What follows belongs to an exercise in optimizing a design on an open flow for small area, a short achievable clock period and few clock cycles; a production flow would make more cautious choices. In this exercise RTL edits were held to simulation tests only and were not proved equivalent to the original.

// disc_flight_drag_integrator_core
module disc_flight_drag_integrator_core (
   input  logic                clock,
   input  logic                reset,
   input  logic                csr_write,
   input  logic [2:0]          csr_index,
   input  logic [31:0]         csr_data,
   input  logic                req_valid,
   output logic                req_stall,
   input  logic                req_type,
   input  logic [15:0]         req_time_step,
   input  logic signed [31:0]  req_load_pos_x,
   input  logic signed [31:0]  req_load_pos_y,
   input  logic signed [31:0]  req_load_pos_z,
   input  logic signed [31:0]  req_load_vel_x,
   input  logic signed [31:0]  req_load_vel_y,
   input  logic signed [31:0]  req_load_vel_z,
   output logic                rsp_valid,
   input  logic                rsp_stall,
   output logic signed [31:0]  rsp_out_pos_x,
   output logic signed [31:0]  rsp_out_pos_y,
   output logic signed [31:0]  rsp_out_pos_z,
   output logic signed [31:0]  rsp_out_vel_x,
   output logic signed [31:0]  rsp_out_vel_y,
   output logic signed [31:0]  rsp_out_vel_z,
   output logic                rsp_saturated
);
   localparam logic [3:0] F_IDLE = 4'd0, F_SQ0 = 4'd1, F_SQ1 = 4'd2, F_SQ2 = 4'd3,
                          F_RT = 4'd4, F_P0 = 4'd5, F_P1 = 4'd6, F_P2 = 4'd7,
                          F_P3 = 4'd8, F_P4 = 4'd9, F_P5 = 4'd10, F_P6 = 4'd11,
                          F_C0 = 4'd12, F_C1 = 4'd13, F_C2 = 4'd14, F_C3 = 4'd15;
   localparam logic [2:0] T_IDLE = 3'd0, T_Z = 3'd1, T_L = 3'd5, T_X = 3'd2,
                          T_Y = 3'd3, T_P = 3'd4;
   logic [30:0] drag_ff, lift_ff, area_ff, imass_ff;
   logic [31:0] lprod_ff;
  ...
For scale: roughly 15000 cells after synthesis, roughly 440 I/O pins, ~120000 sq um of cells after synthesis.
clock: 12.0 ns
lec_check: 0
cap_margin: 20
core_margin: 2
core_utilization: 40
place_density: 0.6
setup_slack_margin: 2.5
slew_margin: 20
run.sh (not shown) runs the stock make flow with config.mk's settings and CLKGATE_MAP_FILE= SYNTH_SCRIPT=/design/flow/synth_recipe.tcl, a recipe that flattens the netlist after the stock synthesis.
Testbench counts at the start, summed over its fixed seeds: cycles 15,153.
Edit:
Settings changed: SETUP_SLACK_MARGIN 2.5 to unset.
Outcome:
- worst setup slack loses 1.8 ns
- global-route usage falls by 0.19 points
- core utilization falls by 1.0 points
- die area is unchanged
- synthesized cell count does not change
- maximum frequency falls by 16%
- design area falls by 2.2%
- flip-flop and latch count does not change
- register-to-register slack loses 1.8 ns
Edit:
Settings changed: ABC_AREA set to 1, SETUP_SLACK_MARGIN set to 2.5.
Outcome: Area after synthesis increases by 1.0%. Non-clock buffer count shrinks by 54. Design area increases by 1.4%.

* * *

Setup of job 4818:
Another version of the RTL of disc_flight_drag_integrator_core (not shown whole).
Size in the first run: ~16000 cells after synthesis, roughly 1000 flip-flops, ~120000 µm² of cells after synthesis.
export LEC_CHECK = 0
export ABC_AREA = 1
export CAP_MARGIN = 45
export CORE_MARGIN = 2
export CORE_UTILIZATION = 40
export PLACE_DENSITY = 0.6
export SETUP_SLACK_MARGIN = 4.25
export SLEW_MARGIN = 20
create_clock -name core_clock -period 12.0 [get_ports {clock}]
Every stage of the flow completed for job 4818, and the final layout passed the timing, DRC and antenna checks.
Testbench counts of job 4818, summed over its fixed seeds: cycles 14,754.
Here is what was changed in the inputs of job 8610 compared with job 4818.
- swapping 4.25 for 3.25 in SETUP_SLACK_MARGIN
- swapping 45 for 35 in CAP_MARGIN
[summary]
- The final layout from job 8610, which completed every stage, passed the timing, DRC and antenna checks at the end of the flow.
- Between job 4818 and job 8610, the cell count is lower for job 8610.
- On job 8610: total length of routed wires is 3.5% lower than what job 4818 gave.
- Compared with job 4818, job 8610 shows a detailed-router iteration count before antenna repair that is 3 lower.
- Job 4818 → job 8610: critical path required time fell by 20 ps, number of vias in the routed layout fell by 5410, delay contributed by the slowest stage of the critical path fell by 30 ps.
- Final setup slack of the worst path: job 4818 and job 8610 compared, higher one is job 4818
Relative to job 8610, the following input files were edited for job 1027:
- SETUP_SLACK_MARGIN now 3.75, was 3.25
- CAP_MARGIN now 40, was 35
[summary]
- Job 8610 vs job 1027, master of the slowest instance on the critical path: sky130_fd_sc_hd__o21ai_0 vs sky130_fd_sc_hd__a22oi_2
- Job 1027 ended up with more standard cells than job 8610.
- Job 1027 vs job 8610: net total in the final layout up in job 1027
- The non-clock buffer contribution to total cell area reported for job 1027 is greater than that of job 8610 by 1.9 points.
- Compared with job 8610, in job 1027 number of endpoints failing setup at the final stage essentially unchanged; count of inverters not on the clock network in the layout essentially unchanged.
- Against job 8610, job 1027 comes in 11000 µm higher on total detailed-routing wirelength.
- Job 1027 vs. job 8610: worst hold slack went up 4.8 ps.
- Design area: job 1027 vs job 8610 up 5900 µm²
- Of job 1027 and job 8610, it is job 1027 that has the higher setup slack.
What job 7401 does differently from job 1027 at the input level:
- CORE_UTILIZATION: 40 -> 45
- SETUP_SLACK_MARGIN: 3.75 -> 3.25
- CAP_MARGIN: 40 -> 35
Results
- Job 1027 has completed all stages; timing, DRC and antenna checks passed.
- The flow did not stop early for job 7401: all stages ran, and the layout cleared the timing, DRC and antenna checks.
- Run comparison: job 1027 worst setup path startpoint vnew_ff[47]; job 7401 worst setup path startpoint scs_ff[0]
- Final critical-path share of the clock period on job 7401 is up relative to job 1027.
- Job 7401 has shortest period the worst path allows above what job 1027 had.
- Comparing job 1027 and job 7401, the higher count of clock-buffer cells in the layout was measured on job 1027.

* * *

disc_flight_drag_integrator_core, a different RTL version from the one above (not shown whole).
For scale: ~16000 cells after synthesis, ~440 I/O pins, roughly 120000 um2 of cells after synthesis.
==> flow/config.mk <==
export PLATFORM = sky130hd
export DESIGN_NAME = disc_flight_drag_integrator_core
export DESIGN_NICKNAME = disc_flight_drag_integrator_core
export VERILOG_FILES = /design/flow/design.v
export SDC_FILE = /design/flow/constraint.sdc
export NUM_CORES = 4
export LEC_CHECK = 0
export ABC_AREA = 1
export CAP_MARGIN = 35
export CORE_MARGIN = 2
export CORE_UTILIZATION = 40
export PLACE_DENSITY = 0.6
export SETUP_SLACK_MARGIN = 3.25
export SLEW_MARGIN = 20
==> flow/constraint.sdc <==
create_clock -name core_clock -period 12.0 [get_ports {clock}]
set_input_delay 2.4000 -clock core_clock [delete_from_list [all_inputs] [get_ports {clock}]]
set_output_delay 2.4000 -clock core_clock [all_outputs]
set_load 0.01 [all_outputs]
Testbench counts at the start, summed over its fixed seeds: cycles 14,754.
==> next run, changes <==
Settings changed: CORE_UTILIZATION 40 to 50, PLACE_DENSITY 0.6 to 0.65, SETUP_SLACK_MARGIN 3.25 to 2.5.
Routed wire length barely changes.
Fmax decreases by 6.2%.
Global-route usage increases by 11 points.
Setup slack gets worse by 0.60 ns.
Utilization increases by 9.2 points.
Via count increases by 2.2%.
Final area decreases by 4.3%.
Worst hold slack gets better by 0.044 ns.
Critical path depth decreases by 5.

[afterwards: timing with drivers on the ports]
The results above use ideal ports. As a check the final layouts listed here were re-extracted and re-timed, cells and wires unchanged. Step 1, drivers: a clkbuf_16 drives clock and a buf_2 each remaining input, both assumed. Step 2 also shifts input and output timing later by t, the mid clock arrival at the registers, as if the neighbouring blocks saw the same clock. Slacks: ideal / step 1 / step 2; pairs: ideal / step 1.
run	t (ns)	setup WS [ns]	worst setup path after step 2	pins driven straight from the clock port
the first run of note 1	0.943	2.565 / 2.565 / 2.565	register to register	1
the second run of note 1	0.938	0.737 / 0.737 / 0.737	register to register	1
the third run of note 1	0.932	2.566 / 2.566 / 2.566	register to register	1
job 4818	0.940	3.579 / 3.579 / 3.579	register to register	1
job 8610	0.932	3.062 / 3.062 / 3.062	register to register	1
job 1027	0.934	3.494 / 3.494 / 3.494	register to register	1
job 7401	0.950	3.182 / 3.182 / 3.182	register to register	1
the first run of note 3	0.943	3.035 / 3.035 / 3.035	register to register	1
the second run of note 3	0.933	2.440 / 2.440 / 2.440	register to register	1
After both steps every run listed still meets setup and hold.
